This is an optimization exercise on Yosys and OpenROAD, whose aim is small area, a short achievable clock period and few clock cycles per item, not a production implementation. Only the layout flow was run in this run; the RTL was not checked for function there. No activity file was given, so power comes from the tool's default toggle rates.

<file path="flow/config.mk">
export PLATFORM = sky130hd
export DESIGN_NAME = axi_wr_slave
export DESIGN_NICKNAME = axi_wr_slave
export VERILOG_FILES = /design/flow/design.v
export SDC_FILE = /design/flow/constraint.sdc
export NUM_CORES = 4
export LEC_CHECK = 0
export CAP_MARGIN = 20
export CORE_MARGIN = 2
export CORE_UTILIZATION = 40
export SLEW_MARGIN = 20
</file>
<file path="flow/constraint.sdc">
create_clock -name core_clock -period 5.5 [get_ports {clk}]
set_input_delay 1.1000 -clock core_clock [delete_from_list [all_inputs] [get_ports {clk}]]
set_output_delay 1.1000 -clock core_clock [all_outputs]
set_load 0.01 [all_outputs]
</file>
<file path="flow/design.v">
`default_nettype none
package axi_wr_pkg;
    localparam int ADDR_W   = 32;
    localparam int DATA_W   = 32;
    localparam int STRB_W   = DATA_W / 8;
    localparam int ID_W     = 4;
    localparam int LEN_W    = 8;
    localparam int SIZE_W   = 3;
    localparam int MAX_SIZE = 2;
    localparam int PAGE_BIT = 12;
    localparam int AW_DEPTH = 4;
    localparam int W_DEPTH  = 16;
    localparam int B_DEPTH  = 4;
    localparam int AW_W  = ID_W + ADDR_W + LEN_W + SIZE_W + 2;
    localparam int W_W   = DATA_W + STRB_W + 1;
    localparam int B_W   = ID_W + 2;
    localparam int MEM_W = ID_W + ADDR_W + DATA_W + STRB_W + 1;
    typedef enum logic [1:0] {
        FIXED = 2'b00,
        INCR  = 2'b01,
        WRAP  = 2'b10,
        RSVD  = 2'b11
    } burst_e;
    typedef enum logic [1:0] {
        OKAY   = 2'b00,
        SLVERR = 2'b10
    } resp_e;
    typedef struct packed {
        logic [ID_W-1:0]   id;
        logic [ADDR_W-1:0] addr;
        logic [LEN_W-1:0]  len;
        logic [SIZE_W-1:0] size;
        burst_e            burst;
    } aw_cmd_t;
    typedef struct packed {
        logic [DATA_W-1:0] data;
        logic [STRB_W-1:0] strb;
        logic              last;
    } w_beat_t;
    typedef struct packed {
        logic [ID_W-1:0] id;
        resp_e           resp;
    } b_resp_t;
    typedef struct packed {
        logic [ID_W-1:0]   id;
        logic [ADDR_W-1:0] addr;
        logic [DATA_W-1:0] data;
        logic [STRB_W-1:0] strb;
        logic              last;
    } mem_wr_t;
endpackage
`default_nettype wire
`timescale 1ns/1ps
`default_nettype none
module sync_fifo #(
    parameter int WIDTH = 8,
    parameter int DEPTH = 4
) (
    input  wire logic             clk,
    input  wire logic             rst_n,
    input  wire logic             push,
    input  wire logic [WIDTH-1:0] din,
    output logic                  full,
    input  wire logic             pop,
    output logic      [WIDTH-1:0] dout,
    output logic                  empty
);
    logic [WIDTH-1:0]           mem [DEPTH];
    logic [$clog2(DEPTH)-1:0]   wr_ptr;
    logic [$clog2(DEPTH)-1:0]   rd_ptr;
    logic [$clog2(DEPTH+1)-1:0] count;
    logic                       do_push;
    logic                       do_pop;
    assign do_push = push && !full;
    assign do_pop  = pop && !empty;
    assign full  = (count == DEPTH);
    assign empty = (count == '0);
    assign dout  = mem[rd_ptr];
    always_ff @(posedge clk) begin
        if (do_push) begin
            mem[wr_ptr] <= din;
        end
    end
    always_ff @(posedge clk or negedge rst_n) begin
        if (!rst_n) begin
            wr_ptr <= '0;
            rd_ptr <= '0;
            count  <= '0;
        end else begin
            if (do_push) begin
                wr_ptr <= (wr_ptr == DEPTH - 1) ? '0 : wr_ptr + 1'b1;
            end
            if (do_pop) begin
                rd_ptr <= (rd_ptr == DEPTH - 1) ? '0 : rd_ptr + 1'b1;
            end
            case ({do_push, do_pop})
                2'b10:   count <= count + 1'b1;
                2'b01:   count <= count - 1'b1;
                default: count <= count;
            endcase
        end
    end
endmodule
`default_nettype wire
`timescale 1ns/1ps
`default_nettype none
module aw_decode (
    input  wire axi_wr_pkg::aw_cmd_t         cmd,
    output logic [axi_wr_pkg::ADDR_W-1:0]    aligned_addr,
    output logic [axi_wr_pkg::ADDR_W-1:0]    incr,
    output logic                             size_err
);
    logic [axi_wr_pkg::ADDR_W-1:0] align_mask;
    always_comb begin
        align_mask   = {axi_wr_pkg::ADDR_W{1'b1}} << cmd.size;
        aligned_addr = cmd.addr & align_mask;
    end
    always_comb begin
        if (cmd.burst == axi_wr_pkg::FIXED) begin
            incr = '0;
        end else begin
            incr = axi_wr_pkg::ADDR_W'(1) << cmd.size;
        end
    end
    assign size_err = (cmd.size > axi_wr_pkg::SIZE_W'(axi_wr_pkg::MAX_SIZE));
endmodule
`default_nettype wire
`timescale 1ns/1ps
`default_nettype none
module burst_engine (
    input  wire logic                      clk,
    input  wire logic                      rst_n,
    input  wire axi_wr_pkg::aw_cmd_t       cmd,
    input  wire logic                      cmd_empty,
    output logic                           cmd_pop,
    input  wire axi_wr_pkg::w_beat_t       beat,
    input  wire logic                      beat_empty,
    output logic                           beat_pop,
    output axi_wr_pkg::mem_wr_t            mem,
    output logic                           mem_we,
    input  wire logic                      mem_ready,
    output logic                           resp_push,
    output logic                           resp_size_err,
    output logic [axi_wr_pkg::ID_W-1:0]    resp_id,
    input  wire logic                      resp_busy
);
    typedef enum logic [1:0] {
        ST_FIRST,
        ST_BURST,
        ST_RESP
    } state_e;
    state_e                         state;
    logic [axi_wr_pkg::LEN_W-1:0]   cnt;
    logic [axi_wr_pkg::ID_W-1:0]    id_q;
    logic [axi_wr_pkg::LEN_W-1:0]   len_q;
    logic [axi_wr_pkg::ADDR_W-1:0]  start_q;
    logic [axi_wr_pkg::ADDR_W-1:0]  incr_q;
    logic                           size_err_q;
    logic [axi_wr_pkg::ADDR_W-1:0]  addr_q;
    logic [axi_wr_pkg::ADDR_W-1:0]  dec_aligned;
    logic [axi_wr_pkg::ADDR_W-1:0]  dec_incr;
    logic                           dec_size_err;
    logic [axi_wr_pkg::ADDR_W-1:0]  cur_addr;
    logic [axi_wr_pkg::ADDR_W-1:0]  page_ref;
    logic [axi_wr_pkg::ADDR_W-1:0]  sum_addr;
    logic [axi_wr_pkg::ADDR_W-1:0]  nxt_addr;
    logic                           first;
    logic                           last_beat;
    aw_decode u_aw_decode (
        .cmd          (cmd),
        .aligned_addr (dec_aligned),
        .incr         (dec_incr),
        .size_err     (dec_size_err)
    );
    assign first = (state == ST_FIRST);
    assign mem_we    = mem_ready && !beat_empty &&
                       ((first && !cmd_empty) || state == ST_BURST);
    assign beat_pop  = mem_we;
    assign cmd_pop   = mem_we && first;
    assign last_beat = first ? (cmd.len == '0) : (cnt == len_q);
    assign resp_push     = mem_we && last_beat;
    assign resp_size_err = first ? dec_size_err : size_err_q;
    assign resp_id       = first ? cmd.id : id_q;
    assign cur_addr = first ? cmd.addr : addr_q;
    assign page_ref = first ? cmd.addr : start_q;
    always_comb begin
        mem.id   = resp_id;
        mem.addr = cur_addr;
        mem.data = beat.data;
        mem.strb = beat.strb;
        mem.last = beat.last;
    end
    always_comb begin
        sum_addr = (first ? dec_aligned : addr_q) + (first ? dec_incr : incr_q);
        if (sum_addr[axi_wr_pkg::ADDR_W-1:axi_wr_pkg::PAGE_BIT] ==
            page_ref[axi_wr_pkg::ADDR_W-1:axi_wr_pkg::PAGE_BIT]) begin
            nxt_addr = sum_addr;
        end else begin
            nxt_addr = cur_addr;
        end
    end
    always_ff @(posedge clk or negedge rst_n) begin
        if (!rst_n) begin
            state <= ST_FIRST;
            cnt   <= '0;
        end else begin
            case (state)
                ST_FIRST: if (mem_we) begin
                    cnt   <= axi_wr_pkg::LEN_W'(1);
                    state <= last_beat ? ST_RESP : ST_BURST;
                end
                ST_BURST: if (mem_we) begin
                    cnt   <= cnt + 1'b1;
                    state <= last_beat ? ST_RESP : ST_BURST;
                end
                ST_RESP: if (!resp_busy) state <= ST_FIRST;
                default: state <= ST_FIRST;
            endcase
        end
    end
    always_ff @(posedge clk) begin
        if (cmd_pop) begin
            id_q       <= cmd.id;
            len_q      <= cmd.len;
            start_q    <= cmd.addr;
            incr_q     <= dec_incr;
            size_err_q <= dec_size_err;
        end
        if (mem_we) addr_q <= nxt_addr;
    end
endmodule
`default_nettype wire
`timescale 1ns/1ps
`default_nettype none
module wresp_gen (
    input  wire logic                      clk,
    input  wire logic                      rst_n,
    input  wire logic                      push,
    input  wire logic                      size_err,
    input  wire logic [axi_wr_pkg::ID_W-1:0] id,
    output logic                           busy,
    output axi_wr_pkg::b_resp_t            b,
    output logic                           b_valid,
    input  wire logic                      b_ready
);
    axi_wr_pkg::b_resp_t new_resp;
    axi_wr_pkg::b_resp_t hold_resp;
    axi_wr_pkg::b_resp_t fifo_din;
    logic                hold_valid;
    logic                fifo_push;
    logic                fifo_full;
    logic                fifo_empty;
    always_comb begin
        new_resp.id   = id;
        new_resp.resp = size_err ? axi_wr_pkg::SLVERR : axi_wr_pkg::OKAY;
    end
    assign fifo_din  = hold_valid ? hold_resp : new_resp;
    assign fifo_push = !fifo_full && (hold_valid || push);
    assign busy      = hold_valid;
    assign b_valid   = !fifo_empty;
    always_ff @(posedge clk or negedge rst_n) begin
        if (!rst_n) begin
            hold_valid <= 1'b0;
        end else if (hold_valid) begin
            if (!fifo_full) hold_valid <= 1'b0;
        end else if (push && fifo_full) begin
            hold_valid <= 1'b1;
        end
    end
    always_ff @(posedge clk) begin
        if (push && fifo_full && !hold_valid) hold_resp <= new_resp;
    end
    sync_fifo #(
        .WIDTH (axi_wr_pkg::B_W),
        .DEPTH (axi_wr_pkg::B_DEPTH)
    ) u_b_fifo (
        .clk   (clk),
        .rst_n (rst_n),
        .push  (fifo_push),
        .din   (fifo_din),
        .full  (fifo_full),
        .pop   (b_valid && b_ready),
        .dout  (b),
        .empty (fifo_empty)
    );
endmodule
`default_nettype wire
`timescale 1ns/1ps
`default_nettype none
module axi_wr_slave (
    input  wire logic                  clk,
    input  wire logic                  rst_n,
    input  wire axi_wr_pkg::aw_cmd_t   aw,
    input  wire logic                  aw_valid,
    output logic                       aw_ready,
    input  wire axi_wr_pkg::w_beat_t   w,
    input  wire logic                  w_valid,
    output logic                       w_ready,
    output axi_wr_pkg::b_resp_t        b,
    output logic                       b_valid,
    input  wire logic                  b_ready,
    output axi_wr_pkg::mem_wr_t        mem,
    output logic                       mem_we,
    input  wire logic                  mem_ready
);
    axi_wr_pkg::aw_cmd_t           aw_head;
    axi_wr_pkg::w_beat_t           w_head;
    logic                          aw_full;
    logic                          aw_empty;
    logic                          aw_pop;
    logic                          w_full;
    logic                          w_empty;
    logic                          w_pop;
    logic                          resp_push;
    logic                          resp_size_err;
    logic [axi_wr_pkg::ID_W-1:0]   resp_id;
    logic                          resp_busy;
    assign aw_ready = !aw_full;
    assign w_ready  = !w_full;
    sync_fifo #(
        .WIDTH (axi_wr_pkg::AW_W),
        .DEPTH (axi_wr_pkg::AW_DEPTH)
    ) u_aw_fifo (
        .clk   (clk),
        .rst_n (rst_n),
        .push  (aw_valid && aw_ready),
        .din   (aw),
        .full  (aw_full),
        .pop   (aw_pop),
        .dout  (aw_head),
        .empty (aw_empty)
    );
    sync_fifo #(
        .WIDTH (axi_wr_pkg::W_W),
        .DEPTH (axi_wr_pkg::W_DEPTH)
    ) u_w_fifo (
        .clk   (clk),
        .rst_n (rst_n),
        .push  (w_valid && w_ready),
        .din   (w),
        .full  (w_full),
        .pop   (w_pop),
        .dout  (w_head),
        .empty (w_empty)
    );
    burst_engine u_burst_engine (
        .clk           (clk),
        .rst_n         (rst_n),
        .cmd           (aw_head),
        .cmd_empty     (aw_empty),
        .cmd_pop       (aw_pop),
        .beat          (w_head),
        .beat_empty    (w_empty),
        .beat_pop      (w_pop),
        .mem           (mem),
        .mem_we        (mem_we),
        .mem_ready     (mem_ready),
        .resp_push     (resp_push),
        .resp_size_err (resp_size_err),
        .resp_id       (resp_id),
        .resp_busy     (resp_busy)
    );
    wresp_gen u_wresp_gen (
        .clk      (clk),
        .rst_n    (rst_n),
        .push     (resp_push),
        .size_err (resp_size_err),
        .id       (resp_id),
        .busy     (resp_busy),
        .b        (b),
        .b_valid  (b_valid),
        .b_ready  (b_ready)
    );
endmodule
`default_nettype wire
</file>
<file path="flow/run.sh">
#!/bin/bash
# synth_recipe.tcl (not shown) runs the flow's synth.tcl, then flattens the netlist and writes it again
# the make line also repeats each setting of config.mk as NAME=value (left out here)
make -C /OpenROAD-flow-scripts/flow DESIGN_CONFIG=/design/flow/config.mk WORK_HOME=/design/flow/orfs CLKGATE_MAP_FILE= SYNTH_SCRIPT=/design/flow/synth_recipe.tcl finish
</file>
==> summary.txt <==
-- layout by cell type, fill, tap and decap left out, drive strengths merged, types with 38 or more instances in the layout --
master	synthesis	layout
edfxtp	886	886
buf	44	66
nand2	165	165
clkdlybuf4s50	0	172
mux4	117	117
clkbuf	67	113
dfrtp	38	38
mux2i	149	149
o21ai	96	96
mux2	49	49
a21oi	68	68
nor2	67	67
clkinv	1	42
xnor2	55	55
-- cell families after synthesis --
kind of cell	count (synthesis)	share of synthesized area, %
simple gates	353	4.331
fa+ha+maj	34	1.206
compound gates	317	5.620
flops	924	72.98
other cells	1	0.009932
buf+inv	143	1.534
mux	315	12.39
xor+xnor	83	1.925
-- per-layer routing --
metal  wire [um]  global-route usage (%)  up-vias
met4        2013                   5.929       12
met1       38780                   24.79    10438
li1            -                       -     9077
met2       42200                   29.12      563
met5          64                       0        -
met3        4810                   3.566      139
-- cells in the mapped netlist, types with 6 or more instances --
cell type | instances | area [um2]
o31ai_1 | 10 | 75.07
a21o_1 | 10 | 75.07
ha_1 | 30 | 375.4
clkbuf_1 | 66 | 247.7
a221oi_1 | 37 | 324.1
o21ai_0 | 94 | 470.5
mux4_2 | 117 | 2635
or3_1 | 6 | 37.54
edfxtp_1 | 886 | 26610
mux2_2 | 48 | 540.5
a21oi_1 | 68 | 340.3
nand2_1 | 165 | 619.3
nand2b_1 | 8 | 50.05
buf_4 | 6 | 45.04
xor2_1 | 28 | 245.2
nor3_1 | 19 | 95.09
and2_1 | 12 | 75.07
dfrtp_1 | 38 | 950.9
xnor2_1 | 55 | 481.7
nor2_1 | 66 | 247.7
o21a_1 | 7 | 52.55
buf_2 | 9 | 45.04
nand3_1 | 26 | 130.1
mux2i_1 | 149 | 1491
inv_1 | 31 | 116.4
nand4_1 | 12 | 75.07
buf_1 | 28 | 105.1
and3_1 | 10 | 62.56
a22oi_1 | 37 | 277.8
-- worst reg2reg max path, stage by stage, from the launching register on --
cell and delay [ps]:
dfrtp_4 520, mux4_2 600, or2_2 400, o31ai_1 400, ha_1 260, a211oi_1 60
o21bai_1 210, a21oi_1 200, nor4_4 560, nand3_1 180, mux2i_1 170, or4b_4 600
nor2_4 150, buf_4 220, mux2_2 360
-- report_power, final --
part / total (uW) / switching [uW] / internal [uW]
sequential: 9610 / 644 / 8970
combinational: 8470 / 4780 / 3700
clock: 6650 / 2740 / 3910
total: 24700 / 8160 / 16600
-- how the worst max path moves through the flow --
stage / startpoint / endpoint / slack (ps)
5_1_grt: u_aw_fifo.rd_ptr[0] / u_burst_engine.addr_q[1] / 40
2_1_floorplan: u_aw_fifo.rd_ptr[0] / u_burst_engine.addr_q[11] / 10
6_report: u_aw_fifo.rd_ptr[0] / u_burst_engine.addr_q[1] / 400
3_3_place_gp: u_aw_fifo.rd_ptr[0] / u_burst_engine.addr_q[1] / 490
3_5_place_dp: u_aw_fifo.rd_ptr[0] / u_burst_engine.addr_q[1] / 380
4_1_cts: u_aw_fifo.rd_ptr[0] / u_burst_engine.addr_q[1] / 390
-- state kept, by name, indices dropped and copies added, names as in the netlist --
signal                       flops
u_w_fifo.mem                   592
u_aw_fifo.mem                  196
u_burst_engine.addr_q           32
u_burst_engine.start_q          20
u_wresp_gen.u_b_fifo.mem        20
u_burst_engine.cnt               8
u_burst_engine.incr_q            8
u_burst_engine.len_q             8
u_w_fifo.count                   5
u_wresp_gen.hold_resp            5
u_burst_engine.id_q              4
u_w_fifo.rd_ptr                  4
u_w_fifo.wr_ptr                  4
u_aw_fifo.count                  3
u_wresp_gen.u_b_fifo.count       3
u_aw_fifo.rd_ptr                 2
u_aw_fifo.wr_ptr                 2
u_burst_engine.state             2
u_wresp_gen.u_b_fifo.rd_ptr      2
u_wresp_gen.u_b_fifo.wr_ptr      2
u_burst_engine.size_err_q        1
u_wresp_gen.hold_valid           1
-- area by class of cell --
class | count | area (um2) | share of cell area [%]
sequential | 924 | 27570 | 61.78
inverter | 32 | 120.1 | 0.2692
antenna | 4 | 10.01 | 0.02243
tap | 1254 | 1569 | 3.516
clock inverter | 65 | 737.0 | 1.651
clock buffer | 113 | 2519 | 5.644
multi-input combinational | 1103 | 9773 | 21.90
timing repair buffer | 238 | 2327 | 5.215
-- through the flow --
stage | utilization (%) | std cells | area [um2] | hold slack (ps)
floorplan | - | 2170 | 37770 | 454.3
global placement | 44.24 | 3551 | 41350 | 475.7
detailed placement | 44.25 | 3551 | 41360 | 481.3
CTS | 47.73 | 3729 | 44610 | 493.3
global route | 47.74 | 3733 | 44630 | 514.0
finish | 47.74 | 3733 | 44630 | 486.4
==> summary.txt <==
Netlist cell types=78; # port buffers=173; Routed Wire Length=roughly 88 mm; fillcell total=7796; gpl congestion=0.8661; R2R setup slack=~400 ps; RR Endpoint=u_burst_engine.addr_q[1]; DPL Wire Length=54.01 mm; vias per cell=5.419; total track usage=18.10%; Peak VDD IR=0.3423 mV; Hold Crit Endpoint=u_w_fifo.count[4]; I/O pin cnt=~180; RSZ-0062 raised after global routing=no; Synth Cell Area=37760 um2; total grt overflow=0; max cap viols=0; fin nets=2522; initial antenna violation count=12; CP max-delay cell=or4b_4; Worst R2R Start=u_aw_fifo.rd_ptr[0]; Worst Hold Class=flop to flop; CTS Buffer Depth=3; cells along the critical path=mux4_2, or2_2, o31ai_1, ha_1, a211oi_1, o21bai_1, a21oi_1, nor4_4, nand3_1, mux2i_1, or4b_4, nor2_4, buf_4, mux2_2; die outline width=311.2 um; Wirelength per Cell=about 24 um; pwr dens=approximately 550 nW/um2; critical-path maximum fanout=13; critical path data required time=between 5000 and 6000 ps; critical path type=flop to flop; final hold viol count=0; final-report max-slew violation count=0; die area=96870 um2; Seq/Total Area, Yosys=72.98%; hold_sp=u_w_fifo.count[4]; Worst R2R Path Depth=14; Final Setup Violations=0; worst hold path stage count=1; Post-CTS Setup Repair Bufs=0; Initial Utilization=40.40%; Die Y=between 300 and 400 um; final critical-path share of the clock period=92.82%; Crit path depth=14; share of layout cells above drive strength 1=between 10% and 20%; Clk pin slew, worst setup/hold paths=60 ps; Slew headroom=32.67%; delay-heaviest family, CP=simple AND/OR/NAND/NOR gates; Synth Area per Inst=17.40 um2; DR vias=20229; crit start category=flop; CTS tree=yes; 1st-iter DRT viols=1662; row count=112; number of synthesized flops with an enable pin=886; Worst path max stage delay=600 ps; Final Critical Period=5105 ps; status=no timing/DRC/antenna violations; YS warnings=6; Setup Slack @ Placement=376.5 ps; Mapped Nets=around 2300; asr flop ratio synth=4.113%; #FFs+latches synth=a little over 900; Syn Inst Count=2170; leakage power total=0.01489 uW; largest net degree at the start of global routing=48; H-tree Lvls=3; area of the core=slightly above 90000 um2; final setup skew=39.51 ps; Setup TNS=0 ps; Worst Setup End Kind=flop; TritonRoute pass-1 iters=5; Tot Pwr=24730 uW; CTS Buf Count=97; DRC viols=0; Final ANT Viol Nets=0; CP arrival=5530 ps; fmax=195.9 MHz; number of global-route vias before repair=21060; CTS sink count=around 920; root buffer cell=clkbuf_16; clock latency (worst-skew pair)=slightly below 700 ps; final setup margin=395.1 ps; global-route wire length before repair=132.4 mm; Buffers & Inverters on Critical Path=1; area grow syn2layout=18.19%; hold buffer count at cts=0; Slew @ Worst Pin=1010 ps; post-CTS sizing=0; ys flop type=edfxtp_1

-- separate check: timing with driven ports --
The flow's constraints put no driver on any port. The routed layout listed below was extracted and timed again, unchanged, in two steps. Step 1: set_driving_cell puts a clkbuf_16 on clk and a buf_2 on each other input, an assumption about the parent block. Step 2 also shifts input and output timing later by t, the mid clock arrival at the registers, as if the neighbouring blocks saw the same clock. Slacks: ideal ports / drivers / drivers and shift; pairs: ideal ports / drivers.
t, ns: 0.723
setup WS [ns]: 0.395 / 0.395 / 0.395
hold slack, ns: 0.486 / 0.486 / 0.486
latest minus earliest clock arrival (ns): 0.043 / 0.042
pins driven straight from the clock port: 1
After both steps setup and hold are still met in this run. For this run, drivers alone change the setup slack by 0.000 ns; drivers and shift together by 0.000 ns.
